This is an optimization exercise on Yosys and OpenROAD, whose aim is small area, not a production implementation.
The RTL was checked by simulation tests, not by an equivalence proof against the original design.
The flow treats the clock pin as an ideal source, which a real chip does not have.
Power is estimated from default activity; no workload was simulated.

==> flow/design.v <==
module conv_window_gen #(
    parameter int IMG_WIDTH  = 224,
    parameter int IMG_HEIGHT = 224,
    parameter int DATA_WIDTH = 8
) (
    input  logic                    clk,
    input  logic                    reset,
    input  logic                    start,
    input  logic [DATA_WIDTH-1:0]   pixel_in,
    input  logic                    pixel_in_valid,
    output logic                    pixel_in_ready,
    output logic [9*DATA_WIDTH-1:0] window_out,
    output logic                    window_valid,
    input  logic                    window_ready,
    output logic                    frame_done,
    output logic                    busy
);
    localparam int AW = (IMG_WIDTH > 1) ? $clog2(IMG_WIDTH) : 1;
    localparam logic [10:0] LAST_COL = 11'(IMG_WIDTH - 1);
    localparam logic [10:0] LAST_ROW = 11'(IMG_HEIGHT - 1);
    typedef enum logic [1:0] {IDLE, RUN, DRAIN, DONE} state_t;
    state_t                  state_q;
    logic [10:0]             col_q;
    logic [10:0]             row_q;
    logic [DATA_WIDTH-1:0]   lb0_mem [IMG_WIDTH];
    logic [DATA_WIDTH-1:0]   lb1_mem [IMG_WIDTH];
    logic [DATA_WIDTH-1:0]   col_new [3];
    logic [9*DATA_WIDTH-1:0] window_d;
    logic [9*DATA_WIDTH-1:0] window_q;
    logic                    window_valid_q;
    logic [AW-1:0]           addr;
    logic                    acc;
    logic                    emit;
    assign pixel_in_ready = (state_q == RUN) && (!window_valid_q || window_ready);
    assign acc            = pixel_in_valid && pixel_in_ready;
    assign emit           = acc && (row_q >= 11'd2) && (col_q >= 11'd2);
    assign addr           = col_q[AW-1:0];
    assign window_out     = window_q;
    assign window_valid   = window_valid_q;
    assign frame_done     = (state_q == DONE);
    assign busy           = (state_q == RUN) || (state_q == DRAIN);
    assign col_new[0] = lb1_mem[addr];
    assign col_new[1] = lb0_mem[addr];
    assign col_new[2] = pixel_in;
    always_ff @(posedge clk) begin
        if (acc) begin
            lb1_mem[addr] <= lb0_mem[addr];
            lb0_mem[addr] <= pixel_in;
        end
    end
    for (genvar gi = 0; gi < 3; gi++) begin : g_row
        logic [DATA_WIDTH-1:0] tap_q [2];
        always_ff @(posedge clk) begin
            if (reset) begin
                tap_q[0] <= '0;
                tap_q[1] <= '0;
            end else if (acc) begin
                tap_q[0] <= tap_q[1];
                tap_q[1] <= col_new[gi];
            end
        end
        assign window_d[(3*gi+0)*DATA_WIDTH +: DATA_WIDTH] = tap_q[0];
        assign window_d[(3*gi+1)*DATA_WIDTH +: DATA_WIDTH] = tap_q[1];
        assign window_d[(3*gi+2)*DATA_WIDTH +: DATA_WIDTH] = col_new[gi];
    end
    always_ff @(posedge clk) begin
        if (reset) begin
            window_q       <= '0;
            window_valid_q <= 1'b0;
        end else if (emit) begin
            window_q       <= window_d;
            window_valid_q <= 1'b1;
        end else if (window_ready) begin
            window_valid_q <= 1'b0;
        end
    end
    always_ff @(posedge clk) begin
        if (reset) begin
            state_q <= IDLE;
            col_q   <= '0;
            row_q   <= '0;
        end else begin
            case (state_q)
                IDLE: begin
                    col_q <= '0;
                    row_q <= '0;
                    if (start) begin
                        state_q <= RUN;
                    end
                end
                RUN: begin
                    if (acc) begin
                        if (col_q == LAST_COL) begin
                            col_q <= '0;
                            if (row_q == LAST_ROW) begin
                                state_q <= DRAIN;
                            end else begin
                                row_q <= row_q + 11'd1;
                            end
                        end else begin
                            col_q <= col_q + 11'd1;
                        end
                    end
                end
                DRAIN: begin
                    if (!window_valid_q || window_ready) begin
                        state_q <= DONE;
                    end
                end
                DONE:    state_q <= IDLE;
                default: state_q <= IDLE;
            endcase
        end
    end
endmodule
==> flow/run.sh <==
#!/bin/bash
# synth_recipe.tcl (not shown) runs the flow's synth.tcl, then flattens the netlist and writes it again
# the make line also repeats each setting of config.mk as NAME=value (left out here)
make -C /OpenROAD-flow-scripts/flow DESIGN_CONFIG=/design/flow/config.mk WORK_HOME=/design/flow/orfs CLKGATE_MAP_FILE= SYNTH_SCRIPT=/design/flow/synth_recipe.tcl finish
==> flow/config.mk <==
export PLATFORM = sky130hd
export DESIGN_NAME = conv_window_gen
export DESIGN_NICKNAME = conv_window_gen
export VERILOG_FILES = /design/flow/design.v
export SDC_FILE = /design/flow/constraint.sdc
export NUM_CORES = 4
export LEC_CHECK = 0
export CAP_MARGIN = 20
export CORE_MARGIN = 2
export CORE_UTILIZATION = 40
export SLEW_MARGIN = 20
==> flow/constraint.sdc <==
create_clock -name core_clock -period 6.0 [get_ports {clk}]
set_input_delay 1.2000 -clock core_clock [delete_from_list [all_inputs] [get_ports {clk}]]
set_output_delay 1.2000 -clock core_clock [all_outputs]
set_load 0.01 [all_outputs]
==> qor.csv, run 1 <==
stage,metric,value,unit
floorplan,core_area,0.359,mm2
cts,ctsHoldBuffers,0,
sta,skew,0.0722,ns
flow_run,maxCapViolCount,0,
place,io_buffers,88,
yosys,ys_warn_count,5,
power,p_seq_frac,0.499,
critical_path,required,6.51,ns
sta,hold_viol_final,0,
cts,clock_latency,0.95,ns
sta,max_slew.worst_pin.slew,1.29,ns
power,irDropWorstVdd,0.255,mV
yosys,yosysTopAreaCellShare,0.747,
cts,numCtsBuffers,367,
yosys,synth_cell_types,84,
power,p_int,45.3,mW
layout,fin_cells,12700,
drt,drt_iter0_markers,12400,
drt,avgRoutedWirePerCell,35.2,um
cts,cts_tree,built,
critical_path,worstPathArrival,5.76,ns
run_status,status,timing/DRC/antenna clean,
cts,cts_resized,0,
power,clkPwrFrac,0.378,
drt,drt_first_pass_iters,6,
floorplan,die_w,604,um
layout,nets,7611,
power,p_switching,14.8,mW
sta,fmax,191,MHz
global_routing,track_usage,0.241,
yosys,yosysSeqAreaShare,0.769,
global_routing,grt_max_degree,171,
drt,vias_per_cell,6.08,
yosys,synth_ff_type,edfxtp_1,
yosys,yosys-top-cells-area,"edfxtp_1 (75%), mux4_2 (13%), dfxtp_1 (2.1%)",
min_path,hold_start,g_row[0].tap_q[0][7],
sta,fin_hold_ws,0.455,ns
cts,clockBufferDepth,4,
power,powerDensity,363,mW/mm2
sta,post-route-period-util,0.875,
cts,clkSinkCount,3737,
critical_path,worst-path-max-fanout,84,
critical_path,r2r_slack,0.75,ns
yosys,yosysTopAreaCell,edfxtp_1,
global_routing,grt_pass1_vias,74100,
power,combPwrFrac,0.124,
yosys,synth-seq-cells,3737,
floorplan,die_h,604,um
sta,setup_violations,0,
critical_path,endpoint_kind,flop,
floorplan,start_util,0.402,
drt,vias,77000,
drt,drcViolationCount,0,
cts,path_clk_slew,0.07,ns
floorplan,die-area,0.365,mm2
power,p_leak,50.3,nW
yosys,syn_inst,6985,
yosys,async_reset_ff_frac,0,
sta,grt_setup_unrepaired,false,
yosys,synth_top_cells_by_count,"edfxtp_1 (3584), mux4_2 (828), nand2_1 (378)",
layout,drive_gt1_frac,0.273,
yosys,synth_edf_count,3584,
yosys,synthesis.area,0.144,mm2
power,power_switching_share,0.246,
sta,period_needed,5.25,ns
sta,finalMaxSlewViolations,0,
yosys,synth_most_common_cell,edfxtp_1,
global_routing,grt-ovfl-total,0,
critical_path,path_class,flop to flop,
min_path,min_path_type,flop to flop,
place,dp.cells,12000,
cts,cts_setup_buffers,0,
cts,ctsRootBufferMaster,clkbuf_16,
place,globalplace.congestion,0.939,
global_routing,antenna_found_initial,36,
sta,tns,0,ns
global_routing,grt_pass1_wl,612000,um
critical_path,start_kind,flop,
yosys,avgSynthCellArea,20.6,um2
drt,antenna_left,0,
yosys,syn-num-nets,7008,
layout,fillers,29700,
place,hpwl,285000,um
sta,slew_headroom,0.137,
cts,htree_levels,5,
floorplan,ioPinCount,89,
drt,wirelength,446000,um
layout,area_growth,15.0,%
floorplan,num_rows,220,
-- layout make-up --
class                      instances  area, um2  area share
sequential                      3737     111000       0.669
multi-input combinational       2829      31400       0.189
clock buffer                     432       9540      0.0576
tap                             4773       5970      0.0361
timing repair buffer             634       5780      0.0349
clock inverter                   224       2090      0.0126
inverter                          19        101    0.000612
antenna                           14       35.0    0.000212
-- critical path, stage by stage, from the launching register on --
cell and delay, ns:
dfxtp_4 0.94, buf_12 0.34, buf_4 0.23, buf_4 0.25, mux4_2 0.38, mux4_2 0.51
o22ai_1 0.87, a21oi_1 0.45, and2_4 0.35, buf_12 0.19
-- layer usage --
layer / GRT usage / routed length, um / vias to the layer above
met5: 0 / 218 / -
met4: 0.101 / 21800 / 24
met3: 0.0594 / 53100 / 925
met2: 0.368 / 202000 / 5005
met1: 0.332 / 169000 / 40900
li1: - / - / 30100
-- power by group through the flow --
stage | Sequential, mW | Combinational, mW | Clock, mW
2_1_floorplan | 30.7 | 4.20 | 0
4_1_cts | 29.9 | 7.41 | 22.9
3_3_place_gp | 30.5 | 7.23 | 0
3_5_place_dp | 30.5 | 7.40 | 0
5_1_grt | 29.9 | 7.73 | 23.9
6_report | 30.0 | 7.43 | 22.7
-- cell families after synthesis --
kind of cell    Yosys count  share of synthesized area
xor+xnor                 19                    0.00116
simple gates           1046                     0.0325
buf+inv                 419                     0.0171
compound gates          648                     0.0302
mux                    1106                      0.150
fa+ha+maj                10                   0.000869
flops                  3737                      0.769
-- worst paths after layout --
check	endpoint	depth (start not counted)
min	window_q[7]	2
min reg2reg	window_q[7]	2
max	lb1_mem[212][5]	9
max reg2reg	lb1_mem[212][5]	9
-- registers in the layout, summed over array words and instances (netlist names), named ones only --
register / count
col_q: 11
g_row.tap_q: 48
lb0_mem: 1792
lb1_mem: 1792
row_q: 11
state_q: 2
window_q: 72
window_valid_q: 1
-- metrics by stage --
stage	util	power (mW)	setup WS (ns)	cell area, um2
after floorplan	-	34.9	0.00361	144000
after global placement	0.429	37.8	0.0904	154000
after detailed placement	0.429	37.9	0.895	154000
after CTS	0.462	60.3	1.07	166000
after global routing	0.462	61.5	1.00	166000
final	0.462	60.1	0.753	166000
-- placed cells by master (no fill, tap or decap), types with 14 or more instances in the layout --
| cell type | count |
|---|---|
| mux2_2 | 30 |
| a21oi_1 | 165 |
| a31oi_1 | 32 |
| a2111oi_0 | 14 |
| nand2_1 | 376 |
| o221ai_1 | 21 |
| diode_2 | 14 |
| nor4_1 | 14 |
| mux4_2 | 828 |
| clkinv_1 | 82 |
| nand3_1 | 70 |
| clkinvlp_4 | 19 |
| and3_1 | 21 |
| clkdlybuf4s50_1 | 79 |
| clkinv_2 | 66 |
| o21ai_0 | 59 |
| a211oi_1 | 43 |
| nand2b_1 | 26 |
| a22oi_1 | 98 |
| a221oi_1 | 20 |
| dfxtp_1 | 146 |
| buf_4 | 486 |
| o22ai_1 | 86 |
| inv_6 | 16 |
| buf_12 | 60 |
| nand4_1 | 20 |
| nor2_2 | 149 |
| nor2_1 | 179 |
| nor3_1 | 61 |
| mux2i_1 | 243 |
| clkbuf_1 | 59 |
| nor2b_1 | 34 |
| clkbuf_16 | 372 |
| edfxtp_1 | 3584 |
| bufinv_16 | 34 |
| and2_1 | 16 |
==> run 2: changes to the inputs <==
==> flow/design.v (replaced) <==
module conv_window_gen #(
    parameter int IMG_WIDTH  = 224,
    parameter int IMG_HEIGHT = 224,
    parameter int DATA_WIDTH = 8
) (
    input  logic                    clk,
    input  logic                    reset,
    input  logic                    start,
    input  logic [DATA_WIDTH-1:0]   pixel_in,
    input  logic                    pixel_in_valid,
    output logic                    pixel_in_ready,
    output logic [9*DATA_WIDTH-1:0] window_out,
    output logic                    window_valid,
    input  logic                    window_ready,
    output logic                    frame_done,
    output logic                    busy
);
    localparam int CW = (IMG_WIDTH  > 1) ? $clog2(IMG_WIDTH)  : 1;
    localparam int RW = (IMG_HEIGHT > 1) ? $clog2(IMG_HEIGHT) : 1;
    localparam logic [CW-1:0] LAST_COL = CW'(IMG_WIDTH - 1);
    localparam logic [RW-1:0] LAST_ROW = RW'(IMG_HEIGHT - 1);
    localparam int SR_LEN = 2 * IMG_WIDTH + 2;
    typedef enum logic [1:0] {IDLE, RUN, DRAIN, DONE} state_t;
    state_t                  state_q;
    logic [CW-1:0]           col_q;
    logic [RW-1:0]           row_q;
    logic                    col_ge2_q;
    logic                    row_ge2_q;
    logic [DATA_WIDTH-1:0]   sr [SR_LEN];
    logic [9*DATA_WIDTH-1:0] window_d;
    logic [9*DATA_WIDTH-1:0] window_q;
    logic                    window_valid_q;
    logic                    acc;
    logic                    emit;
    assign pixel_in_ready = (state_q == RUN) && (!window_valid_q || window_ready);
    assign acc            = pixel_in_valid && pixel_in_ready;
    assign emit           = acc && row_ge2_q && col_ge2_q;
    assign window_out     = window_q;
    assign window_valid   = window_valid_q;
    assign frame_done     = (state_q == DONE);
    assign busy           = (state_q == RUN) || (state_q == DRAIN);
    always_ff @(posedge clk) begin
        if (acc) begin
            sr[0] <= pixel_in;
            for (int k = 1; k < SR_LEN; k++) sr[k] <= sr[k-1];
        end
    end
    assign window_d = {pixel_in,                  sr[0],               sr[1],
                       sr[IMG_WIDTH-1],           sr[IMG_WIDTH],       sr[IMG_WIDTH+1],
                       sr[2*IMG_WIDTH-1],         sr[2*IMG_WIDTH],     sr[2*IMG_WIDTH+1]};
    always_ff @(posedge clk) begin
        if (reset) begin
            window_q       <= '0;
            window_valid_q <= 1'b0;
        end else if (emit) begin
            window_q       <= window_d;
            window_valid_q <= 1'b1;
        end else if (window_ready) begin
            window_valid_q <= 1'b0;
        end
    end
    always_ff @(posedge clk) begin
        if (reset) begin
            state_q   <= IDLE;
            col_q     <= '0;
            row_q     <= '0;
            col_ge2_q <= 1'b0;
            row_ge2_q <= 1'b0;
        end else begin
            case (state_q)
                IDLE: begin
                    col_q     <= '0;
                    row_q     <= '0;
                    col_ge2_q <= 1'b0;
                    row_ge2_q <= 1'b0;
                    if (start) begin
                        state_q <= RUN;
                    end
                end
                RUN: begin
                    if (acc) begin
                        if (col_q == LAST_COL) begin
                            col_q     <= '0;
                            col_ge2_q <= 1'b0;
                            if (row_q == LAST_ROW) begin
                                state_q <= DRAIN;
                            end else begin
                                row_q <= row_q + 1'b1;
                                if (row_q == RW'(1)) row_ge2_q <= 1'b1;
                            end
                        end else begin
                            col_q <= col_q + 1'b1;
                            if (col_q == CW'(1)) col_ge2_q <= 1'b1;
                        end
                    end
                end
                DRAIN: begin
                    if (!window_valid_q || window_ready) begin
                        state_q <= DONE;
                    end
                end
                DONE:    state_q <= IDLE;
                default: state_q <= IDLE;
            endcase
        end
    end
endmodule
--- a/flow/config.mk
+++ b/flow/config.mk
@@ -8,4 +8,7 @@
 export CAP_MARGIN = 20
 export CORE_MARGIN = 2
 export CORE_UTILIZATION = 40
+export CTS_BUF_LIST = sky130_fd_sc_hd__clkbuf_16
+export CTS_CLUSTER_DIAMETER = 60
+export CTS_CLUSTER_SIZE = 36
 export SLEW_MARGIN = 20
==> qor.csv, run 2 <==
stage,metric,value,unit
run_status,status,timing/DRC/antenna clean,
place,dp.cells,7885,
global_routing,antenna_found_initial,5,
cts,numCtsBuffers,194,
min_path,min_path_type,flop to flop,
sta,post-route-period-util,0.602,
sta,fmax,277,MHz
place,io_buffers,88,
yosys,synth_top_family_by_area,simple AND/OR/NAND/NOR gates,
layout,nets,4378,
yosys,yosys-top-cells-area,"edfxtp_1 (97%), dfxtp_1 (1.7%), nand2_1 (0.51%)",
sta,hold_viol_final,0,
drt,avgRoutedWirePerCell,15.8,um
power,power,48.3,mW
yosys,synthXorXnorAreaFrac,0.000470,
drt,vias,36800,
layout,largest_reg_flops,3600,
drt,antenna_left,0,
global_routing,grt_pass1_vias,34700,
sta,tns,0,ns
cts,ctsHoldBuffers,0,
layout,design_area,0.125,mm2
global_routing,top_usage_layer,met1,
cts,cts_tree,built,
place,globalplace.congestion,0.690,
cts,clockBufferDepth,4,
place,hpwl,56600,um
cts,htree_levels,4,
global_routing,grt_pass1_wl,201000,um
yosys,synth-simple-area-share,0.00789,
power,p_leak,27.5,nW
sta,setup_violations,0,
yosys,synth_ff_type,edfxtp_1,
yosys,syn-num-nets,4077,
yosys,synth_top_cells_by_count,"edfxtp_1 (3600), nand2_1 (153), dfxtp_1 (93)",
yosys,synth_compound_area_frac,0.00532,
layout,top_register,sr,
drt,drcViolationCount,0,
floorplan,num_rows,194,
flow_run,maxCapViolCount,0,
place,place_ws,1.51,ns
sta,slew_headroom,0.242,
global_routing,use_met1,0.143,
yosys,synth_most_common_cell,edfxtp_1,
yosys,synth_cell_types,39,
sta,skew,0.0799,ns
layout,utilization,0.449,
yosys,synth.area.mux_share,0,
yosys,yosysTopAreaCell,edfxtp_1,
layout,fillers,22800,
yosys,synth-seq-cells,3693,
yosys,yosysTopAreaCellShare,0.967,
floorplan,die_w,533,um
critical_path,worstPathArrival,2.41,ns
critical_path,required,4.80,ns
sta,setup_slack,2.39,ns
place,place_area,0.118,mm2
sta,finalMaxSlewViolations,0,
cts,path_clk_slew,0.11,ns
layout,final_cell_mix,"edfxtp_1 (3600), clkbuf_16 (195), nand2_1 (153)",
floorplan,ioPinCount,89,
drt,drt_iter0_markers,4088,
cts,ctsRootBufferMaster,clkbuf_16,
floorplan,start_util,0.401,
drt,drt_first_pass_iters,7,
layout,reg.largest.list,"sr x3600, window_q x72",
sta,period_needed,3.61,ns
layout,fin_cells,8248,
sta,max_slew.worst_pin.slew,1.14,ns
drt,wirelength,130000,um
global_routing,grt_max_degree,209,
critical_path,start_kind,flop,
critical_path,endpoint_kind,output port,
cts,cts_resized,0,
critical_path,worst-path-max-fanout,7,
cts,clock_latency,0.90,ns
sta,grt_setup_unrepaired,false,
layout,area_growth,12.1,%
global_routing,grt-ovfl-total,0,
yosys,syn_inst,4056,
yosys,avgSynthCellArea,27.5,um2
drt,vias_per_cell,4.47,
sta,fin_hold_ws,0.369,ns
yosys,yosysSeqAreaShare,0.984,
floorplan,core_area,0.279,mm2
yosys,synth_edf_count,3600,
power,powerDensity,385,mW/mm2
cts,clkSinkCount,3693,
global_routing,grt_use_met3,0.0165,
floorplan,die_h,533,um
yosys,async_reset_ff_frac,0,
power,irDropWorstVdd,0.314,mV
layout,layout_commonest_cell,edfxtp_1,
yosys,synthesis.area,0.112,mm2
cts,cts_setup_buffers,0,
yosys,synth_fa_ha_area_frac,0.000896,
critical_path,path_class,flop to output port,
global_routing,track_usage,0.0868,
layout,drive_gt1_frac,0.0896,
global_routing,met2_usage,0.115,
floorplan,die-area,0.284,mm2
yosys,ys_warn_count,2,
run 2: cell types whose count changed in the layout (fill, tap and decap cells not counted), moves of 98 or more:
| cell | delta |
|---|---|
| a22oi_1 | -98 |
| buf_4 | -461 |
| clkbuf_16 | -177 |
| mux2i_1 | -243 |
| mux4_2 | -828 |
| nand2_1 | -223 |
| nor2_1 | -167 |
| nor2_2 | -149 |
run 2: area by class of cell:
cell class,instances,area (um2),area share
sequential,3693,110000,0.878
tap,3724,4660,0.0372
multi-input combinational,325,1660,0.0133
antenna,3,7.51,0.0000600
clock inverter,165,2530,0.0202
inverter,11,45.0,0.000360
timing repair buffer,132,1460,0.0117
clock buffer,195,4880,0.0390
run 2: worst paths after layout:
kind | from | to | slack, ns | depth (start not counted)
min | sr[158][7] | sr[159][7] | 0.37 | 0
min reg2reg | sr[158][7] | sr[159][7] | 0.37 | 0
max | state_q[1] | pixel_in_ready | 2.39 | 5
max reg2reg | state_q[1] | sr[367][4] | 2.66 | 6
run 2: logic make-up (layout without fill, tap and decap cells):
| kind of cell | Yosys count | count (layout) |
|---|---|---|
| AOI/OAI and AO/OA | 107 | 107 |
| and+or+nand+nor | 204 | 204 |
| adders and majority gates | 8 | 8 |
| other | 0 | 3 |
| xor gates and xnor gates | 6 | 6 |
| DFF | 3693 | 3693 |
| buffers and inverters | 38 | 503 |
run 2: routing by layer:
metal	vias to the layer above	wire length (um)
met4	0	3400
li1	16800	-
met5	-	0
met1	19300	69100
met2	507	52700
met3	222	5070
run 2: critical path, stage by stage, from the launching register on:
cell             delay (ns)
dfxtp_1                0.35
inv_1                  0.09
ha_1                   0.26
inv_1                  0.19
nor2_1                 0.13
clkdlybuf4s50_1        0.54
run 2: power breakdown:
group	switching (mW)	internal, mW
clock network	8.97	7.08
logic	2.00	0.230
registers	0.149	29.8
==> run 3: changes to the inputs <==
--- a/flow/config.mk
+++ b/flow/config.mk
@@ -8,7 +8,7 @@
 export CAP_MARGIN = 20
 export CORE_MARGIN = 2
 export CORE_UTILIZATION = 40
-export CTS_BUF_LIST = sky130_fd_sc_hd__clkbuf_16
-export CTS_CLUSTER_DIAMETER = 60
-export CTS_CLUSTER_SIZE = 36
+export CTS_BUF_LIST = sky130_fd_sc_hd__clkbuf_8
+export CTS_CLUSTER_DIAMETER = 50
+export CTS_CLUSTER_SIZE = 20
 export SLEW_MARGIN = 20
==> qor.csv, run 3 <==
stage,metric,value,unit
run_status,status,timing/DRC/antenna clean,
floorplan,start_util,0.401,
floorplan,die_h,533,um
critical_path,path_class,flop to output port,
drt,vias,37500,
drt,drt_iter0_markers,3999,
yosys,synth_cell_types,39,
layout,drive_gt1_frac,0.127,
power,p_leak,27.6,nW
global_routing,grt-ovfl-total,0,
global_routing,track_usage,0.0895,
layout,nets,4500,
layout,top_register,sr,
sta,post-route-period-util,0.615,
critical_path,reg2reg_from,state_q[1],
sta,fin_hold_ws,0.382,ns
critical_path,worst-path-max-fanout,7,
layout,layout_commonest_cell,edfxtp_1,
cts,path_clk_slew,0.11,ns
yosys,synth-seq-cells,3693,
floorplan,die-area,0.284,mm2
yosys,synth_edf_count,3600,
floorplan,core_area,0.279,mm2
place,hpwl,56600,um
yosys,ys_warn_count,2,
global_routing,top_usage_layer,met1,
layout,utilization,0.449,
yosys,yosysTopAreaCellShare,0.967,
sta,finalMaxSlewViolations,0,
yosys,synthesis.area,0.112,mm2
cts,clkSinkCount,3693,
global_routing,grt_max_degree,209,
sta,setup_slack,2.31,ns
drt,antenna_left,0,
critical_path,start_kind,flop,
yosys,synth_ff_type,edfxtp_1,
cts,cts_setup_buffers,0,
flow_run,maxCapViolCount,0,
global_routing,use_met1,0.146,
global_routing,antenna_found_initial,6,
min_path,hold_start,sr[384][0],
yosys,yosys-top-cells-area,"edfxtp_1 (97%), dfxtp_1 (1.7%), nand2_1 (0.51%)",
drt,drt_first_pass_iters,7,
global_routing,grt_use_met3,0.0196,
cts,cts_tree,built,
global_routing,grt_pass1_vias,36200,
critical_path,worstPathArrival,2.49,ns
yosys,synth_top_cells_by_count,"edfxtp_1 (3600), nand2_1 (153), dfxtp_1 (93)",
cts,clock_latency,0.94,ns
yosys,syn-num-nets,4077,
yosys,yosysSeqAreaShare,0.984,
floorplan,ioPinCount,89,
sta,slew_headroom,0.251,
critical_path,endpoint_kind,output port,
floorplan,die_w,533,um
sta,period_needed,3.69,ns
power,irDropWorstVdd,0.215,mV
layout,reg.largest.list,"sr x3600, window_q x72",
yosys,synth_most_common_cell,edfxtp_1,
floorplan,num_rows,194,
global_routing,met2_usage,0.116,
sta,max_slew.worst_pin.slew,1.12,ns
min_path,hold_depth,0,
drt,vias_per_cell,4.43,
cts,ctsRootBufferMaster,clkbuf_8,
cts,htree_levels,5,
min_path,whs_endpoint,sr[385][0],
power,powerDensity,381,mW/mm2
drt,avgRoutedWirePerCell,15.8,um
min_path,min_path_type,flop to flop,
cts,ctsHoldBuffers,0,
drt,wirelength,133000,um
place,place_ws,1.51,ns
yosys,syn_inst,4056,
place,globalplace.congestion,0.690,
layout,final_cell_mix,"edfxtp_1 (3600), clkbuf_8 (319), nand2_1 (153)",
global_routing,grt_pass1_wl,207000,um
sta,fmax,271,MHz
drt,drcViolationCount,0,
sta,hold_viol_final,0,
cts,numCtsBuffers,316,
critical_path,rr_worst_depth,6,
layout,area_growth,11.9,%
yosys,yosysTopAreaCell,edfxtp_1,
layout,largest_reg_flops,3600,
sta,setup_violations,0,
cts,clockBufferDepth,4,
place,io_buffers,88,
layout,fillers,22900,
yosys,async_reset_ff_frac,0,
sta,tns,0,ns
yosys,avgSynthCellArea,27.5,um2
critical_path,required,4.80,ns
sta,skew,0.0539,ns
power,power,47.6,mW
cts,cts_resized,0,
critical_path,r2r_slack,2.63,ns
sta,grt_setup_unrepaired,false,
critical_path,rr_endpoint,sr[60][6],
[run 3: cell types whose count changed in the layout (fill, tap and decap cells not counted), moves of 13 or more]
| cell | previous run | this run |
|---|---|---|
| clkbuf_16 | 195 | 0 |
| clkbuf_8 | 0 | 319 |
| inv_8 | 13 | 47 |
| inv_12 | 26 | 4 |
| clkinvlp_4 | 13 | 28 |
| inv_6 | 25 | 54 |
| clkinv_2 | 3 | 16 |
| inv_16 | 20 | 2 |
| clkinv_4 | 6 | 24 |
| clkinv_16 | 17 | 0 |
[run 3: metrics by stage]
stage               area, um2  instances
floorplan              112000       4056
global placement       118000       7885
detailed placement     118000       7885
CTS                    125000       8452
global route           125000       8455
finish                 125000       8456
[run 3: worst max path at each step]
stage / start / endpoint / slack (ns) / depth (start not counted)
2_1_floorplan: window_ready / window_q[10] / -51.08 / 7
5_1_grt: state_q[1] / pixel_in_ready / 2.12 / 5
6_report: state_q[1] / pixel_in_ready / 2.31 / 5
3_3_place_gp: window_ready / sr[52][6] / 1.57 / 6
3_5_place_dp: window_ready / sr[17][6] / 1.51 / 6
4_1_cts: state_q[1] / pixel_in_ready / 2.18 / 5
[run 3: report_power, final]
part	switching [mW]	internal, mW	total (mW)
Sequential	0.149	29.8	30.0
Combinational	2.00	0.230	2.23
Clock	8.93	6.49	15.4
[run 3: final cells by class]
class                   count  area (um2)  share of cell area
flip-flops and latches   3693      110000               0.880
clock buffers             319        4390              0.0351
multi-input cells         325        1660              0.0133
diodes                      4        10.0           0.0000801
well taps                3724        4660              0.0373
repair buffers            132        1460              0.0117
inverters                  11        45.0            0.000360
clock inverters           248        2790              0.0223
[run 3: worst max-delay path: stages, from the launching register on]
cell and delay (ns):
dfxtp_1 0.35, inv_1 0.09, ha_1 0.26, inv_1 0.19
nor2_1 0.13, clkdlybuf4s50_1 0.54
[run 3: logic make-up (layout without fill, tap and decap cells)]
kind of cell	count (synthesis)	in the layout	share of synthesized area
flip-flops	3693	3693	0.984
AND/OR/NAND/NOR	204	204	0.00789
AO/OA/AOI/OAI	107	107	0.00532
buffers and inverters	38	710	0.00130
adder cells (fa/ha/maj)	8	8	0.000896
XOR/XNOR	6	6	0.000470
other	0	4	0
[run 3: routing by layer]
metal | part of all wire | up-vias | routed length (um)
li1 | - | 17100 | -
met1 | 0.53 | 19500 | 70600
met2 | 0.40 | 625 | 53900
met3 | 0.039 | 269 | 5230
met4 | 0.028 | 0 | 3680
met5 | 0 | - | 0
==> run 4: changes to the inputs <==
--- a/flow/config.mk
+++ b/flow/config.mk
@@ -8,7 +8,4 @@
 export CAP_MARGIN = 20
 export CORE_MARGIN = 2
 export CORE_UTILIZATION = 40
-export CTS_BUF_LIST = sky130_fd_sc_hd__clkbuf_8
-export CTS_CLUSTER_DIAMETER = 50
-export CTS_CLUSTER_SIZE = 20
 export SLEW_MARGIN = 20
==> qor.csv, run 4 <==
stage,metric,value,unit
yosys,synth_cell_types,39,
layout,largest_reg_flops,3600,
layout,fin_cells,8541,
sta,skew,0.0531,ns
critical_path,r2r_slack,2.61,ns
critical_path,required,4.80,ns
drt,drt_first_pass_iters,5,
drt,avgRoutedWirePerCell,15.8,um
power,irDropWorstVdd,0.250,mV
floorplan,die-area,0.284,mm2
yosys,synth_top_cells_by_count,"edfxtp_1 (3600), nand2_1 (153), dfxtp_1 (93)",
critical_path,cp_slowest_cell,clkdlybuf4s50_1,
global_routing,grt-ovfl-total,0,
critical_path,worst-path-max-fanout,7,
place,hpwl,56600,um
place,io_buffers,88,
global_routing,track_usage,0.0905,
cts,clockBufferDepth,4,
sta,setup_slack,2.36,ns
sta,post-route-period-util,0.607,
yosys,yosysTopAreaCell,edfxtp_1,
critical_path,worstPathArrival,2.44,ns
critical_path,reg2reg_from,state_q[1],
floorplan,start_util,0.401,
drt,vias,37900,
floorplan,die_w,533,um
drt,drcViolationCount,0,
yosys,synth_most_common_cell,edfxtp_1,
place,dp.cells,7885,
sta,setup_violations,0,
floorplan,num_rows,194,
sta,period_needed,3.64,ns
yosys,synth_ff_type,edfxtp_1,
min_path,whs_endpoint,sr[21][6],
layout,drive_gt1_frac,0.113,
critical_path,cpMostUsedCell,inv_1,
critical_path,critical_path.cell_chain,inv_1 -> ha_1 -> inv_1 -> nor2_1 -> clkdlybuf4s50_1,
min_path,hold_start,sr[20][6],
sta,tns,0,ns
critical_path,crit_family,buffers and inverters,
cts,numCtsBuffers,359,
layout,top_register,sr,
critical_path,rr_endpoint,sr[140][0],
cts,clkSinkCount,3693,
drt,drt_iter0_markers,4083,
power,p_leak,29.5,nW
yosys,syn-num-nets,4077,
global_routing,grt_pass1_wl,210000,um
drt,vias_per_cell,4.44,
cts,cts_tree,built,
place,place_area,0.118,mm2
sta,hold_viol_final,0,
sta,fmax,275,MHz
cts,clock_latency,0.92,ns
global_routing,grt_pass1_vias,36600,
yosys,synth-seq-cells,3693,
layout,layout_commonest_cell,edfxtp_1,
floorplan,ioPinCount,89,
global_routing,grt_max_degree,209,
critical_path,path_buf_inv,3,
drt,antenna_left,0,
yosys,ys_warn_count,2,
min_path,hold_depth,0,
critical_path,endpoint_kind,output port,
critical_path,rr_worst_depth,6,
sta,max_slew.worst_pin.slew,1.20,ns
yosys,synth_edf_count,3600,
layout,final_cell_mix,"edfxtp_1 (3600), clkbuf_16 (360), nand2_1 (153)",
layout,design_area,0.129,mm2
cts,ctsHoldBuffers,0,
global_routing,antenna_found_initial,5,
cts,cts_resized,0,
layout,nets,4543,
cts,htree_levels,5,
place,place_ws,1.51,ns
layout,reg.largest.list,"sr x3600, window_q x72",
cts,cts_setup_buffers,0,
sta,slew_headroom,0.198,
cts,ctsRootBufferMaster,clkbuf_16,
run_status,status,timing/DRC/antenna clean,
floorplan,die_h,533,um
power,power,53.7,mW
flow_run,maxCapViolCount,0,
critical_path,path_class,flop to output port,
yosys,synthesis.area,0.112,mm2
drt,wirelength,135000,um
min_path,min_path_type,flop to flop,
yosys,async_reset_ff_frac,0,
sta,grt_setup_unrepaired,false,
floorplan,core_area,0.279,mm2
sta,finalMaxSlewViolations,0,
power,powerDensity,415,mW/mm2
critical_path,crit_start,state_q[1],
yosys,yosysSeqAreaShare,0.984,
layout,area_growth,15.6,%
critical_path,slowest_delay,0.54,ns
yosys,syn_inst,4056,
place,globalplace.congestion,0.690,
yosys,yosys-top-cells-area,"edfxtp_1 (97%), dfxtp_1 (1.7%), nand2_1 (0.51%)",
yosys,yosysTopAreaCellShare,0.967,
cts,path_clk_slew,0.06,ns
critical_path,start_kind,flop,
yosys,avgSynthCellArea,27.5,um2
-- run 4: through the flow --
stage	hold WS [ns]	utilization
2_1_floorplan	0.400	-
3_3_place_gp	0.400	0.423
3_5_place_dp	0.405	0.423
4_1_cts	0.373	0.464
5_1_grt	0.384	0.464
6_report	0.383	0.464
-- run 4: final cells by class --
type	instances	area, um2
clock buffer	452	9400
multi-input combinational	325	1660
timing repair buffer	132	1460
fill	22600	149000
sequential	3693	110000
antenna	3	7.51
tap	3724	4660
clock inverter	201	2010
inverter	11	45.0
-- run 4: power breakdown --
| group | switching [mW] | total [mW] | internal, mW | leakage [nW] |
|---|---|---|---|---|
| clock network | 9.25 | 21.4 | 12.2 | 5.53 |
| registers | 0.148 | 30.0 | 29.9 | 23.0 |
| logic | 2.00 | 2.23 | 0.230 | 0.978 |
| total | 11.4 | 53.7 | 42.3 | 29.5 |
-- run 4: kinds of logic (layout without fill, tap and decap cells) --
| family | Yosys count | count (layout) | share of synthesized area |
|---|---|---|---|
| XOR/XNOR | 6 | 6 | 0.000470 |
| AND/OR/NAND/NOR | 204 | 204 | 0.00789 |
| AO/OA/AOI/OAI | 107 | 107 | 0.00532 |
| adder cells (fa/ha/maj) | 8 | 8 | 0.000896 |
| flip-flops | 3693 | 3693 | 0.984 |
| other | 0 | 3 | 0 |
| buffers and inverters | 38 | 796 | 0.00130 |
-- run 4: how the worst max path moves through the flow --
stage,to,slack [ns],cells past startpoint
2_1_floorplan,window_q[10],-51.08,7
3_3_place_gp,sr[52][6],1.57,6
3_5_place_dp,sr[17][6],1.51,6
4_1_cts,pixel_in_ready,2.27,5
5_1_grt,sr[369][4],2.22,6
6_report,pixel_in_ready,2.36,5
-- run 4: per-layer routing --
layer / GRT usage / vias up / part of all wire
met4: 0.0391 / 0 / 0.033
met3: 0.0186 / 351 / 0.043
met1: 0.147 / 19600 / 0.52
met2: 0.116 / 678 / 0.40
met5: 0 / - / 0
li1: - / 17300 / -
==> run 5: changes to the inputs <==
==> flow/flow/run.sh (new file) <==
#!/bin/bash
# Standard ORFS flow (the standard.sh) with a leaner clock tree: no dummy
# balancing loads, chosen clock buffer and sink clustering, and the smallest
# buffer on the ports. Full make output goes to make.log; each ORFS step keeps
# its own log under orfs/logs/.
set -euo pipefail
bash standard.sh \
  "CTS_ARGS=-sink_clustering_enable -repair_clock_nets -dont_use_dummy_load -buf_list sky130_fd_sc_hd__clkbuf_16 -sink_clustering_size 36 -sink_clustering_max_diameter 60" \
  "BUFFER_PORTS_ARGS=-buffer_cell sky130_fd_sc_hd__buf_1" \
  finish > make.log 2>&1
==> flow/standard.sh (new file) <==
#!/bin/bash
# synth_recipe.tcl (not shown) runs the flow's synth.tcl, then flattens the netlist and writes it again
# the make line also repeats each setting of config.mk as NAME=value (left out here)
make -C /OpenROAD-flow-scripts/flow DESIGN_CONFIG=/design/flow/config.mk WORK_HOME=/design/flow/orfs CLKGATE_MAP_FILE= SYNTH_SCRIPT=/design/flow/synth_recipe.tcl "${@:-finish}"
--- a/flow/config.mk
+++ b/flow/config.mk
@@ -7,5 +7,6 @@
 export LEC_CHECK = 0
 export CAP_MARGIN = 20
 export CORE_MARGIN = 2
-export CORE_UTILIZATION = 40
+export CORE_UTILIZATION = 65
+export PLACE_DENSITY = 0.75
 export SLEW_MARGIN = 20
removed: flow/run.sh
==> qor.csv, run 5 <==
stage,metric,value,unit
layout,drive_gt1_frac,0.0500,
sta,period_needed,3.92,ns
yosys,synth_top_cells_by_count,"edfxtp_1 (3600), nand2_1 (153), dfxtp_1 (93)",
min_path,hold_start,sr[147][5],
cts,cts_tree,built,
floorplan,die-area,0.175,mm2
yosys,async_reset_ff_frac,0,
place,hpwl,57700,um
floorplan,ioPinCount,89,
sta,grt_setup_unrepaired,false,
cts,clockBufferDepth,3,
critical_path,worstPathArrival,4.33,ns
global_routing,grt_max_degree,222,
drt,vias,36100,
layout,design_area,0.119,mm2
critical_path,endpoint_kind,flop,
run_status,status,timing/DRC/antenna clean,
cts,path_clk_slew,0.12,ns
layout,area_growth,6.83,%
layout,nets,4344,
cts,ctsHoldBuffers,0,
layout,layout_commonest_cell,edfxtp_1,
yosys,yosysTopAreaCell,edfxtp_1,
cts,numCtsBuffers,161,
power,powerDensity,366,mW/mm2
min_path,whs_endpoint,sr[148][5],
critical_path,required,6.41,ns
place,place_area,0.115,mm2
drt,wirelength,133000,um
global_routing,antenna_found_initial,2,
sta,slew_headroom,0.279,
layout,top_register,sr,
critical_path,rr_worst_depth,8,
yosys,synthesis.area,0.112,mm2
cts,ctsRootBufferMaster,clkbuf_16,
global_routing,grt_pass1_wl,199000,um
yosys,yosysSeqAreaShare,0.984,
drt,avgRoutedWirePerCell,20.3,um
critical_path,r2r_slack,2.08,ns
yosys,syn_inst,4056,
drt,drcViolationCount,0,
sta,tns,0,ns
critical_path,slowest_delay,0.69,ns
drt,antenna_left,0,
floorplan,start_util,0.653,
power,p_leak,25.7,nW
cts,cts_resized,0,
flow_run,maxCapViolCount,0,
critical_path,crit_family,buffers and inverters,
yosys,yosysTopAreaCellShare,0.967,
yosys,synth-seq-cells,3693,
sta,setup_violations,0,
global_routing,grt-ovfl-total,0,
min_path,hold_depth,0,
yosys,synth_edf_count,3600,
yosys,yosys-top-cells-area,"edfxtp_1 (97%), dfxtp_1 (1.7%), nand2_1 (0.51%)",
critical_path,cp.depth,8,
cts,clock_latency,0.81,ns
critical_path,cp_slowest_cell,buf_4,
sta,skew,0.0923,ns
floorplan,die_h,419,um
global_routing,track_usage,0.149,
floorplan,num_rows,152,
global_routing,grt_pass1_vias,34200,
yosys,synth_cell_types,39,
power,irDropWorstVdd,0.386,mV
critical_path,cpMostUsedCell,buf_12,
drt,drt_iter0_markers,3549,
cts,clkSinkCount,3693,
critical_path,start_kind,flop,
floorplan,die_w,419,um
yosys,syn-num-nets,4077,
sta,max_slew.worst_pin.slew,1.08,ns
yosys,synth_ff_type,edfxtp_1,
yosys,synth_most_common_cell,edfxtp_1,
critical_path,reg2reg_from,state_q[1],
place,globalplace.congestion,0.724,
sta,fmax,255,MHz
sta,post-route-period-util,0.653,
cts,htree_levels,4,
critical_path,path_class,flop to flop,
yosys,ys_warn_count,2,
layout,final_cell_mix,"edfxtp_1 (3600), clkbuf_16 (161), nand2_1 (153)",
floorplan,core_area,0.171,mm2
critical_path,rr_endpoint,sr[410][0],
min_path,min_path_type,flop to flop,
layout,largest_reg_flops,3600,
sta,hold_viol_final,0,
place,io_buffers,88,
critical_path,path_buf_inv,6,
drt,vias_per_cell,5.51,
sta,finalMaxSlewViolations,0,
drt,drt_first_pass_iters,5,
critical_path,critical_path.cell_chain,inv_1 -> ha_1 -> nand3_2 -> clkinvlp_4 -> buf_12 -> buf_12 -> buf_12 -> buf_4,
yosys,avgSynthCellArea,27.5,um2
layout,reg.largest.list,"sr x3600, window_q x72",
cts,cts_setup_buffers,0,
critical_path,worst-path-max-fanout,195,
==> run 5: worst max-delay path by stage <==
stage	endpoint	startpoint	slack, ns
final	sr[410][0]	state_q[1]	2.08
after global routing	sr[405][0]	state_q[1]	1.68
after CTS	sr[419][6]	state_q[1]	1.98
after detailed placement	sr[412][3]	window_ready	1.26
after global placement	sr[347][6]	window_ready	1.36
after floorplan	window_q[10]	window_ready	-51.08
==> run 5: logic make-up after synthesis <==
kind of cell / synth area share
DFF: 0.984
and+or+nand+nor: 0.00789
AOI/OAI and AO/OA: 0.00532
buffers and inverters: 0.00130
adders and majority gates: 0.000896
xor gates and xnor gates: 0.000470
==> run 5: report_power, final <==
| group | switching, mW | internal, mW | total (mW) |
|---|---|---|---|
| clock | 6.71 | 4.81 | 11.5 |
| sequential | 0.169 | 29.8 | 30.0 |
| combinational | 1.98 | 0.202 | 2.18 |
| total | 8.85 | 34.8 | 43.7 |
==> run 5: worst reg2reg max path, cell delays in order, from the launching register on <==
cell,delay [ns]
dfxtp_1,0.35
inv_1,0.10
ha_1,0.27
nand3_2,0.15
clkinvlp_4,0.41
buf_12,0.29
buf_12,0.41
buf_12,0.75
buf_4,0.79
==> run 5: final cells by class <==
type	instances	area [um2]
sequential	3693	110000
fill	9630	51800
clock buffer	161	4030
tap	2233	2790
multi-input combinational	325	1660
timing repair buffer	131	865
inverter	11	45.0
antenna	2	5.00
==> run 5: routing by layer <==
layer | vias up | part of all wire | GRT usage
met4 | 2 | 0.021 | 0.0424
met2 | 651 | 0.45 | 0.220
met1 | 18800 | 0.49 | 0.238
met5 | - | 0.000098 | 0
met3 | 186 | 0.038 | 0.0249
li1 | 16500 | - | -
==> run 5: stage by stage <==
| step | hold slack, ns | setup WS [ns] | instances | power, mW | utilization |
|---|---|---|---|---|---|
| after floorplan | 0.400 | -51.08 | 4056 | 32.6 | - |
| after global routing | 0.349 | 1.68 | 6554 | 45.2 | 0.697 |
| after detailed placement | 0.405 | 1.26 | 6392 | 32.8 | 0.674 |
| after global placement | 0.400 | 1.36 | 6392 | 32.7 | 0.674 |
| final | 0.349 | 2.08 | 6556 | 43.7 | 0.697 |
| after CTS | 0.353 | 1.98 | 6553 | 44.3 | 0.697 |
==> run 6: changes to the inputs <==
==> flow/flow/run.sh (replaced) <==
#!/bin/bash
# Standard ORFS flow (the standard.sh) with a leaner clock tree: no dummy
# balancing loads, chosen clock buffer and sink clustering, and the smallest
# buffer on the ports. Full make output goes to make.log; each ORFS step keeps
# its own log under orfs/logs/.
set -euo pipefail
bash standard.sh \
  "CTS_ARGS=-sink_clustering_enable -repair_clock_nets -dont_use_dummy_load -buf_list sky130_fd_sc_hd__clkbuf_8 -sink_clustering_size 20 -sink_clustering_max_diameter 50" \
  "BUFFER_PORTS_ARGS=-buffer_cell sky130_fd_sc_hd__buf_1" \
  finish > make.log 2>&1
--- a/flow/config.mk
+++ b/flow/config.mk
@@ -7,6 +7,6 @@
 export LEC_CHECK = 0
 export CAP_MARGIN = 20
 export CORE_MARGIN = 2
-export CORE_UTILIZATION = 65
-export PLACE_DENSITY = 0.75
+export CORE_UTILIZATION = 40
+export PLACE_DENSITY = 0.6
 export SLEW_MARGIN = 20
==> qor.csv, run 6 <==
stage,metric,value,unit
run_status,status,timing/DRC/antenna clean,
floorplan,die_w,533,um
yosys,synthesis.area,0.112,mm2
sta,hold_viol_final,0,
power,irDropWorstVdd,0.273,mV
layout,largest_reg_flops,3600,
power,clkPwrFrac,0.271,
sta,setup_violations,0,
power,p_leak,26.1,nW
critical_path,start_kind,flop,
layout,layout_commonest_cell,edfxtp_1,
global_routing,grt_pass1_vias,35600,
drt,vias,37000,
yosys,yosysSeqAreaShare,0.984,
yosys,avgSynthCellArea,27.5,um2
place,place_area,0.117,mm2
cts,ctsHoldBuffers,0,
min_path,hold_start,sr[70][3],
critical_path,rr_worst_depth,7,
drt,avgRoutedWirePerCell,16.1,um
cts,cts_tree,built,
drt,drt_first_pass_iters,6,
critical_path,worst-path-max-fanout,200,
global_routing,antenna_found_initial,5,
sta,grt_setup_unrepaired,false,
drt,drt_iter0_markers,3867,
sta,slew_headroom,0.274,
power,power_switching_share,0.211,
critical_path,path_class,flop to flop,
cts,ctsRootBufferMaster,clkbuf_8,
cts,cts_setup_buffers,0,
layout,design_area,0.122,mm2
layout,final_cell_mix,"edfxtp_1 (3600), clkbuf_8 (321), nand2_1 (153)",
sta,finalMaxSlewViolations,0,
sta,fmax,290,MHz
yosys,async_reset_ff_frac,0,
power,powerDensity,363,mW/mm2
global_routing,track_usage,0.0881,
place,hpwl,56700,um
sta,max_slew.worst_pin.slew,1.09,ns
critical_path,endpoint_kind,flop,
sta,skew,0.143,ns
cts,clock_latency,1.00,ns
critical_path,rr_endpoint,sr[229][5],
floorplan,ioPinCount,89,
cts,numCtsBuffers,321,
floorplan,die-area,0.284,mm2
power,p_seq_frac,0.679,
layout,drive_gt1_frac,0.0839,
cts,cts_resized,0,
drt,wirelength,132000,um
yosys,yosysTopAreaCellShare,0.967,
yosys,synth_edf_count,3600,
place,globalplace.congestion,0.711,
critical_path,crit_start,state_q[1],
cts,clkSinkCount,3693,
cts,clockBufferDepth,4,
layout,fin_cells,8211,
yosys,ys_warn_count,2,
critical_path,reg2reg_from,state_q[1],
yosys,synth_ff_type,edfxtp_1,
power,combPwrFrac,0.050,
global_routing,grt_max_degree,220,
cts,path_clk_slew,0.11,ns
layout,nets,4505,
yosys,synth_most_common_cell,edfxtp_1,
place,dp.cells,7884,
critical_path,required,6.49,ns
critical_path,crit_end,sr[229][5],
power,p_switching,9.30,mW
floorplan,num_rows,194,
yosys,syn_inst,4056,
flow_run,maxCapViolCount,0,
global_routing,grt_pass1_wl,204000,um
cts,htree_levels,5,
floorplan,core_area,0.279,mm2
sta,post-route-period-util,0.574,
yosys,yosys-top-cells-area,"edfxtp_1 (97%), dfxtp_1 (1.7%), nand2_1 (0.51%)",
sta,period_needed,3.44,ns
yosys,yosysTopAreaCell,edfxtp_1,
layout,top_register,sr,
floorplan,start_util,0.401,
power,p_int,34.8,mW
min_path,min_path_type,flop to flop,
layout,fillers,23100,
critical_path,r2r_slack,2.56,ns
yosys,synth_cell_types,39,
place,io_buffers,88,
drt,drcViolationCount,0,
drt,vias_per_cell,4.51,
sta,tns,0,ns
global_routing,grt-ovfl-total,0,
yosys,syn-num-nets,4077,
yosys,synth-seq-cells,3693,
drt,antenna_left,0,
critical_path,worstPathArrival,3.94,ns
yosys,synth_top_cells_by_count,"edfxtp_1 (3600), nand2_1 (153), dfxtp_1 (93)",
layout,area_growth,8.87,%
floorplan,die_h,533,um
layout,reg.largest.list,"sr x3600, window_q x72",
## run 6: cell types whose count changed in the layout (fill, tap and decap cells not counted), moves of 3 or more
cell / previous run / this run
buf_4: 27 / 24
buf_6: 0 / 3
clkbuf_16: 161 / 0
clkbuf_8: 0 / 321
diode_2: 2 / 5
## run 6: layer usage
layer | GRT usage | part of all wire
met5 | 0 | 0.000099
met2 | 0.114 | 0.40
met3 | 0.0208 | 0.049
met1 | 0.143 | 0.52
met4 | 0.0323 | 0.029
## run 6: metrics by stage
stage | power [mW] | hold WS [ns] | util | setup slack, ns
after detailed placement | 32.8 | 0.405 | 0.421 | 1.95
after CTS | 44.9 | 0.274 | 0.436 | 2.45
after floorplan | 32.6 | 0.400 | - | -51.08
final | 44.1 | 0.340 | 0.437 | 2.56
after global placement | 32.7 | 0.400 | 0.421 | 2.08
after global routing | 46.1 | 0.300 | 0.437 | 2.33
## run 6: layout make-up
| class | count | area [um2] | area share |
|---|---|---|---|
| Clock buffer | 321 | 4420 | 0.0363 |
| Inverter | 11 | 45.0 | 0.000370 |
| Antenna cell | 5 | 12.5 | 0.000103 |
| Multi-Input combinational cell | 325 | 1660 | 0.0136 |
| Tap cell | 3724 | 4660 | 0.0383 |
| Sequential cell | 3693 | 110000 | 0.904 |
| Timing Repair Buffer | 132 | 896 | 0.00736 |
## run 6: cell families (layout without fill, tap and decap cells)
group | count (synthesis) | after routing | share of synthesized area
compound gates | 107 | 107 | 0.00532
xor+xnor | 6 | 6 | 0.000470
fa+ha+maj | 8 | 8 | 0.000896
buf+inv | 38 | 464 | 0.00130
flops | 3693 | 3693 | 0.984
other cells | 0 | 5 | 0
simple gates | 204 | 204 | 0.00789
## run 6: power by group through the flow
stage / Sequential, mW / Clock (mW) / Combinational [mW]
CTS: 30.0 / 12.7 / 2.26
floorplan: 32.1 / 0 / 0.567
detailed placement: 30.6 / 0 / 2.29
finish: 30.0 / 11.9 / 2.20
global placement: 30.5 / 0 / 2.17
global route: 30.0 / 13.5 / 2.49
## run 6: critical path, cell delays in order, from the launching register on
cell and delay, ns:
dfxtp_1 0.35, inv_1 0.10, ha_1 0.28, nand3_2 0.17, clkinvlp_4 0.12, buf_12 0.26, buf_12 0.56, buf_12 0.72
## run 6: worst min path at each step
| stage | end | slack, ns | depth (start not counted) |
|---|---|---|---|
| after global placement | sr[190][3] | 0.40 | 0 |
| final | sr[71][3] | 0.34 | 0 |
| after detailed placement | sr[103][6] | 0.40 | 0 |
| after floorplan | sr[100][0] | 0.40 | 0 |
| after CTS | sr[0][5] | 0.27 | 1 |
| after global routing | sr[0][3] | 0.30 | 1 |
==> run 7: changes to the inputs <==
--- a/flow/design.v
+++ b/flow/design.v
@@ -39,11 +39,18 @@
     assign window_valid   = window_valid_q;
     assign frame_done     = (state_q == DONE);
     assign busy           = (state_q == RUN) || (state_q == DRAIN);
+    logic idle_n_run_q;    
+    logic wv_n_q;          
+    logic hold;
+    logic [DATA_WIDTH-1:0] sr_in [SR_LEN];
+    assign hold = !pixel_in_valid || idle_n_run_q || (!wv_n_q && !window_ready);
+    assign sr_in[0] = pixel_in;
+    for (genvar k = 1; k < SR_LEN; k++) begin : g_sr_in
+        assign sr_in[k] = sr[k-1];
+    end
     always_ff @(posedge clk) begin
-        if (acc) begin
-            sr[0] <= pixel_in;
-            for (int k = 1; k < SR_LEN; k++) sr[k] <= sr[k-1];
-        end
+        for (int k = 0; k < SR_LEN; k++)
+            sr[k] <= ({DATA_WIDTH{acc}} & sr_in[k]) | ({DATA_WIDTH{hold}} & sr[k]);
     end
     assign window_d = {pixel_in,                  sr[0],               sr[1],
                        sr[IMG_WIDTH-1],           sr[IMG_WIDTH],       sr[IMG_WIDTH+1],
@@ -57,6 +64,16 @@
             window_valid_q <= 1'b1;
         end else if (window_ready) begin
             window_valid_q <= 1'b0;
+        end
+    end
+    always_ff @(posedge clk) begin
+        if (reset) begin
+            idle_n_run_q <= 1'b1;
+            wv_n_q       <= 1'b1;
+        end else begin
+            idle_n_run_q <= !((state_q == IDLE && start) ||
+                              (state_q == RUN && !(acc && col_q == LAST_COL && row_q == LAST_ROW)));
+            wv_n_q       <= !(emit || (window_valid_q && !window_ready));
         end
     end
     always_ff @(posedge clk) begin
==> flow/flow/run.sh (replaced) <==
#!/bin/bash
# Standard ORFS flow (the standard.sh) with a leaner clock tree: no dummy
# balancing loads, chosen clock buffer and sink clustering, and the smallest
# buffer on the ports. Full make output goes to make.log; each ORFS step keeps
# its own log under orfs/logs/.
set -euo pipefail
bash standard.sh \
  "CTS_ARGS=-sink_clustering_enable -repair_clock_nets -dont_use_dummy_load -buf_list sky130_fd_sc_hd__clkbuf_16 -sink_clustering_size 36 -sink_clustering_max_diameter 60" \
  "BUFFER_PORTS_ARGS=-buffer_cell sky130_fd_sc_hd__buf_1" \
  finish > make.log 2>&1
--- a/flow/config.mk
+++ b/flow/config.mk
@@ -7,6 +7,6 @@
 export LEC_CHECK = 0
 export CAP_MARGIN = 20
 export CORE_MARGIN = 2
-export CORE_UTILIZATION = 40
-export PLACE_DENSITY = 0.6
+export CORE_UTILIZATION = 65
+export PLACE_DENSITY = 0.75
 export SLEW_MARGIN = 20
==> qor.csv, run 7 <==
stage,metric,value,unit
yosys,async_reset_ff_frac,0,
place,place_area,0.112,mm2
cts,cts_setup_buffers,0,
critical_path,required,4.80,ns
yosys,synth_most_common_cell,dfxtp_1,
drt,drt_first_pass_iters,5,
critical_path,start_kind,flop,
cts,numCtsBuffers,161,
cts,clock_latency,0.79,ns
layout,layout_commonest_cell,dfxtp_1,
cts,path_clk_slew,0.10,ns
min_path,hold_depth,1,
floorplan,start_util,0.654,
power,clkPwrFrac,0.294,
critical_path,path_class,flop to output port,
drt,avgRoutedWirePerCell,16.0,um
yosys,avgSynthCellArea,13.2,um2
critical_path,worstPathArrival,2.20,ns
layout,top_register,sr,
layout,fin_cells,10300,
place,place_ws,2.22,ns
yosys,yosys-top-cells-area,"dfxtp_1 (66%), a22o_1 (28%), buf_4 (2.6%)",
critical_path,crit_family,buffers and inverters,
yosys,yosysTopAreaCell,dfxtp_1,
yosys,yosysSeqAreaShare,0.659,
sta,setup_violations,0,
sta,skew,0.0851,ns
power,power_switching_share,0.239,
cts,cts_resized,0,
power,power,39.5,mW
sta,post-route-period-util,0.567,
drt,vias_per_cell,6.14,
yosys,syn_inst,8488,
global_routing,track_usage,0.182,
drt,drt_iter0_markers,4769,
critical_path,slowest_delay,0.44,ns
yosys,synth_cell_types,53,
global_routing,grt_pass1_vias,60600,
place,globalplace.congestion,0.736,
global_routing,antenna_found_initial,0,
yosys,synth-seq-cells,3695,
sta,slew_headroom,0.237,
power,p_int,30.1,mW
floorplan,die-area,0.176,mm2
sta,fmax,294,MHz
critical_path,worst-path-max-fanout,12,
sta,tns,0,ns
critical_path,cpMostUsedCell,inv_1,
floorplan,ioPinCount,89,
sta,setup_slack,2.60,ns
power,p_leak,44.5,nW
cts,ctsHoldBuffers,0,
critical_path,endpoint_kind,output port,
yosys,yosysTopAreaCellShare,0.659,
sta,period_needed,3.40,ns
yosys,synth_top_cells_by_count,"dfxtp_1 (3695), a22o_1 (3600), buf_4 (382)",
cts,clkSinkCount,3695,
layout,reg.largest.list,"sr x3600, window_q x72",
floorplan,core_area,0.172,mm2
sta,finalMaxSlewViolations,0,
critical_path,critical_path.cell_chain,inv_1 -> ha_1 -> inv_1 -> nor2_1 -> buf_1,
sta,max_slew.worst_pin.slew,1.14,ns
power,combPwrFrac,0.078,
power,p_seq_frac,0.628,
layout,drive_gt1_frac,0.0328,
floorplan,num_rows,152,
power,p_switching,9.44,mW
critical_path,rr_worst_depth,7,
global_routing,grt_pass1_wl,286000,um
cts,cts_tree,built,
drt,wirelength,165000,um
floorplan,die_h,420,um
layout,design_area,0.116,mm2
cts,clockBufferDepth,3,
drt,antenna_left,0,
yosys,synthesis.area,0.112,mm2
min_path,min_path_type,flop to flop,
sta,grt_setup_unrepaired,false,
layout,final_cell_mix,"dfxtp_1 (3695), a22o_1 (3600), clkbuf_16 (161)",
drt,drcViolationCount,0,
layout,largest_reg_flops,3600,
sta,hold_viol_final,0,
critical_path,path_buf_inv,3,
yosys,syn-num-nets,8509,
flow_run,maxCapViolCount,0,
power,powerDensity,341,mW/mm2
drt,vias,63300,
place,dp.cells,10100,
place,hpwl,88400,um
place,io_buffers,88,
floorplan,die_w,420,um
critical_path,cp.depth,5,
critical_path,cp_slowest_cell,ha_1,
global_routing,grt_max_degree,237,
cts,htree_levels,4,
power,irDropWorstVdd,0.244,mV
run_status,status,timing/DRC/antenna clean,
yosys,synth_edf_count,0,
cts,ctsRootBufferMaster,clkbuf_16,
global_routing,grt-ovfl-total,0,
yosys,synth_ff_type,dfxtp_1,
layout,area_growth,3.18,%
yosys,ys_warn_count,3,
layout,nets,8019,
==> run 7: power by group through the flow <==
stage,clock network (mW),registers [mW],logic [mW]
detailed placement,0,25.4,3.09
global route,12.9,24.8,3.41
finish,11.6,24.8,3.07
global placement,0,25.4,3.01
CTS,12.0,24.8,3.10
floorplan,0,25.3,3.05
==> run 7: final cells by class <==
type	count	area [um2]
sequential	3695	74000
multi-input combinational	3947	33300
tap	2310	2890
clock buffer	161	4030
inverter	12	45.0
antenna	1	2.50
fill	12200	55800
timing repair buffer	181	1630
==> run 7: worst paths after layout <==
check	to	start	slack, ns
worst max-delay path	pixel_in_ready	state_q[1]	2.60
worst min-delay path	sr[303][3]	sr[302][3]	0.41
worst max register to register	sr[338][1]	state_q[1]	2.79
worst min register to register	sr[303][3]	sr[302][3]	0.41
==> run 7: metrics by stage <==
| stage | utilization | hold slack [ns] |
|---|---|---|
| after global routing | 0.675 | 0.419 |
| after detailed placement | 0.651 | 0.438 |
| after CTS | 0.675 | 0.403 |
| after global placement | 0.651 | 0.437 |
| after floorplan | - | 0.425 |
| final | 0.675 | 0.408 |
==> run 7: layer usage <==
layer  wire length, um  track usage
met5                 0            0
met3              3670       0.0246
met2             73100        0.292
met1             84700        0.258
met4              3290       0.0476
==> run 7: logic make-up (layout without fill, tap and decap cells) <==
kind of cell	after synthesis	in the layout	share of synthesized area
mux	2	2	0.000178
fa+ha+maj	8	8	0.000891
simple gates	218	218	0.00867
compound gates	3718	3718	0.287
other cells	0	1	0
buf+inv	846	354	0.0448
flops	3695	3695	0.659
xor+xnor	1	1	0.0000780
==> run 8: changes to the inputs <==
==> flow/flow/run.sh (replaced) <==
#!/bin/bash
# Standard ORFS flow (the standard.sh) with a leaner clock tree: no dummy
# balancing loads, clkbuf_16 sink clusters, clock buffers downsized after CTS
# where the clock-pin slew allows (flow/resize_clk.tcl), and the smallest
# buffer on the ports. Full make output goes to make.log; each ORFS step keeps
# its own log under orfs/logs/.
set -euo pipefail
bash standard.sh \
  "CTS_ARGS=-sink_clustering_enable -repair_clock_nets -dont_use_dummy_load -buf_list sky130_fd_sc_hd__clkbuf_16 -sink_clustering_size 36 -sink_clustering_max_diameter 60" \
  "POST_CTS_TCL=$PWD/flow/resize_clk.tcl" \
  "CLK_SLEW_TARGET=0.115" \
  "BUFFER_PORTS_ARGS=-buffer_cell sky130_fd_sc_hd__buf_1" \
  finish > make.log 2>&1
==> flow/flow/resize_clk.tcl (new file) <==
# Downsize clock-tree buffers, leaves first, while every clock pin's slew stays
# under a target (placement parasitics).
set target [expr {[info exists ::env(CLK_SLEW_TARGET)] ? $::env(CLK_SLEW_TARGET) : 0.112}]
set sizes {sky130_fd_sc_hd__clkbuf_1 sky130_fd_sc_hd__clkbuf_2 sky130_fd_sc_hd__clkbuf_4 sky130_fd_sc_hd__clkbuf_8 sky130_fd_sc_hd__clkbuf_16}
set_propagated_clock [all_clocks]
estimate_parasitics -placement

proc clk_pins_slew {} {
  set mx 0
  foreach p [get_pins -hierarchical */CLK] {
    set s [get_property $p slew_max]
    if {$s > $mx} {set mx $s}
  }
  return $mx
}
proc buf_slew {} {
  # worst slew at any clock buffer input
  set mx 0
  foreach p $::bufin {
    set s [get_property $p slew_max]
    if {$s > $mx} {set mx $s}
  }
  return $mx
}
proc pins_slew {pins} {
  set mx 0
  foreach p $pins {
    set s [get_property [get_pins $p] slew_max]
    if {$s > $mx} {set mx $s}
  }
  return $mx
}
# clock buffers and their depth from the clock port
set block [ord::get_db_block]
set depth [dict create]
set bufs {}
# sub: buffer -> every load pin below it (buffer inputs and register clock pins)
set sub [dict create]
proc walk {net d} {
  set pins {}
  foreach it [$net getITerms] {
    if {[$it isInputSignal] || [$it getIoType] == "INPUT"} {
      lappend pins "[[$it getInst] getName]/[[$it getMTerm] getName]"
    }
  }
  foreach it [$net getITerms] {
    if {[$it isInputSignal] || [$it getIoType] == "INPUT"} {
      set inst [$it getInst]
      set m [[$inst getMaster] getName]
      if {[string match "sky130_fd_sc_hd__clkbuf*" $m]} {
        dict set ::depth [$inst getName] $d
        lappend ::bufs [$inst getName]
        set below {}
        foreach ot [$inst getITerms] {
          if {[$ot isOutputSignal]} { set below [walk [$ot getNet] [expr {$d+1}]] }
        }
        dict set ::sub [$inst getName] $below
        set pins [concat $pins $below]
      }
    }
  }
  return $pins
}
set clknet [[$block findBTerm clk] getNet]
walk $clknet 0
set bufin {}
foreach b $bufs { lappend bufin [get_pins $b/A] }
puts "clock buffers: [llength $bufs]; slew before: [clk_pins_slew]"
set order [lsort -command {apply {{a b} {expr {[dict get $::depth $b] - [dict get $::depth $a]}}}} $bufs]
set saved 0
foreach b $order {
  set inst [$block findInst $b]
  set orig [[$inst getMaster] getName]
  set before [pins_slew [dict get $sub $b]]
  set lim [expr {max($target, $before)}]
  foreach m $sizes {
    if {$m eq $orig} break
    replace_cell $b $m
    set new [pins_slew [dict get $sub $b]]
    if {$new <= $lim} {
      break
    }
    replace_cell $b $orig
  }
}
puts "slew after: [clk_pins_slew] (target $target)"
set cnt [dict create]
foreach b $bufs { dict incr cnt [[[$block findInst $b] getMaster] getName] }
puts "clock buffer sizes: $cnt"
--- a/flow/config.mk
+++ b/flow/config.mk
@@ -5,8 +5,8 @@
 export SDC_FILE = /design/flow/constraint.sdc
 export NUM_CORES = 4
 export LEC_CHECK = 0
-export CAP_MARGIN = 20
+export CAP_MARGIN = 10
 export CORE_MARGIN = 2
 export CORE_UTILIZATION = 65
-export PLACE_DENSITY = 0.75
-export SLEW_MARGIN = 20
+export PLACE_DENSITY = 0.85
+export SLEW_MARGIN = 10
==> qor.csv, run 8 <==
stage,metric,value,unit
layout,reg.largest.list,"sr x3600, window_q x72",
yosys,yosys-top-cells-area,"dfxtp_1 (66%), a22o_1 (28%), buf_4 (2.6%)",
critical_path,worstPathArrival,2.21,ns
flow_run,maxCapViolCount,0,
drt,wl_met3,4100,um
critical_path,crit_start,state_q[1],
power,clkPwrFrac,0.288,
yosys,synth_cell_types,53,
drt,top_layer_used,met4,
global_routing,antenna_found_initial,2,
global_routing,grt-ovfl-total,0,
place,hpwl,91400,um
power,p_seq_frac,0.635,
yosys,synth_top_cells_by_count,"dfxtp_1 (3695), a22o_1 (3600), buf_4 (382)",
power,powerDensity,339,mW/mm2
sta,skew,0.0981,ns
critical_path,endpoint_kind,output port,
sta,slew_headroom,0.233,
yosys,synth_ff_type,dfxtp_1,
global_routing,grt_pass1_wl,292000,um
min_path,min_path_type,flop to flop,
yosys,ys_warn_count,3,
layout,layout_commonest_cell,dfxtp_1,
drt,avgRoutedWirePerCell,16.5,um
yosys,synth_most_common_cell,dfxtp_1,
place,place_area,0.112,mm2
global_routing,grt_max_degree,257,
floorplan,die_h,420,um
power,irDropWorstVdd,0.313,mV
sta,grt_setup_unrepaired,false,
power,p_int,29.7,mW
yosys,synth-seq-cells,3695,
yosys,yosysTopAreaCell,dfxtp_1,
sta,tns,0,ns
drt,drt_first_pass_iters,5,
critical_path,path_class,flop to output port,
cts,clkSinkCount,3695,
yosys,async_reset_ff_frac,0,
drt,wl_met1,85600,um
drt,antenna_left,0,
layout,final_cell_mix,"dfxtp_1 (3695), a22o_1 (3600), nand2_1 (159)",
critical_path,reg2reg_from,state_q[1],
critical_path,rr_worst_depth,7,
power,power,39.1,mW
run_status,status,timing/DRC/antenna clean,
layout,fin_cells,10300,
place,io_buffers,88,
yosys,avgSynthCellArea,13.2,um2
yosys,yosysTopAreaCellShare,0.659,
cts,path_clk_slew,0.12,ns
power,combPwrFrac,0.077,
floorplan,die_w,420,um
sta,setup_violations,0,
floorplan,num_rows,152,
critical_path,rr_endpoint,sr[365][1],
drt,vias,63500,
yosys,syn-num-nets,8509,
layout,drive_gt1_frac,0.0305,
floorplan,ioPinCount,89,
critical_path,r2r_slack,2.87,ns
power,p_leak,44.2,nW
power,p_switching,9.42,mW
sta,finalMaxSlewViolations,0,
drt,drcViolationCount,0,
cts,cts_tree,built,
drt,met2_length,76200,um
critical_path,crit_end,pixel_in_ready,
layout,largest_reg_flops,3600,
floorplan,core_area,0.172,mm2
global_routing,track_usage,0.186,
drt,wirelength,169000,um
==> run 8: cell count changes in the layout (fill, tap and decap cells not counted), sizes merged <==
cell    before  now
buf        180  172
clkbuf     162  151
diode        1    2
==> run 8: layout make-up <==
type                    instances  area [um2]
diodes                          2        5.00
well taps                    2310        2890
repair buffers                173        1420
clock buffers                 150        3750
fillers                     11700       56300
multi-input cells            3947       33300
inverters                      12        45.0
flip-flops and latches       3695       74000
==> run 8: worst min path at each step <==
stage	slack, ns	cells past startpoint	to
floorplan	0.42	2	row_ge2_q
global placement	0.44	2	window_q[5]
detailed placement	0.44	2	window_q[0]
global route	0.40	1	sr[19][3]
finish	0.39	1	sr[16][3]
==> run 8: stage by stage <==
stage | hold WS (ns) | setup WS [ns] | utilization
global route | 0.397 | 2.42 | 0.672
floorplan | 0.425 | 3.27 | -
finish | 0.388 | 2.59 | 0.672
global placement | 0.440 | 2.49 | 0.650
detailed placement | 0.444 | 2.44 | 0.650
==> run 8: logic make-up (layout without fill, tap and decap cells) <==
logic type | after synthesis | in the layout | share of synthesized area
simple gates | 218 | 218 | 0.00867
other cells | 0 | 2 | 0
xor+xnor | 1 | 1 | 0.0000780
mux | 2 | 2 | 0.000178
buf+inv | 846 | 335 | 0.0448
compound gates | 3718 | 3718 | 0.287
fa+ha+maj | 8 | 8 | 0.000891
flops | 3695 | 3695 | 0.659
==> run 8: worst max-delay path, stage by stage, from the launching register on <==
cell and delay, ns:
dfxtp_1 0.35, inv_1 0.09, ha_1 0.41, inv_1 0.22, nor2_1 0.14, buf_1 0.23
==> run 8: per-layer routing <==
metal / track usage / vias up
met2: 0.283 / 563
met4: 0.0487 / 0
met5: 0 / -
li1: - / 31300
met1: 0.281 / 31400
met3: 0.0236 / 221
==> run 8: power by group through the flow <==
| stage | clock [mW] | sequential, mW | combinational [mW] |
|---|---|---|---|
| 3_5_place_dp | 0 | 25.4 | 3.02 |
| 2_1_floorplan | 0 | 25.3 | 3.05 |
| 6_report | 11.3 | 24.8 | 3.03 |
| 5_1_grt | 12.4 | 24.9 | 3.37 |
| 3_3_place_gp | 0 | 25.4 | 2.94 |

Check on run 8: ideal ports give 2.589 ns setup slack; a clkbuf_16 on the clock port and buf_2 on the inputs give 2.509 ns; moving port delays by the midpoint clock arrival (0.848 ns) as well gives 2.394 ns.
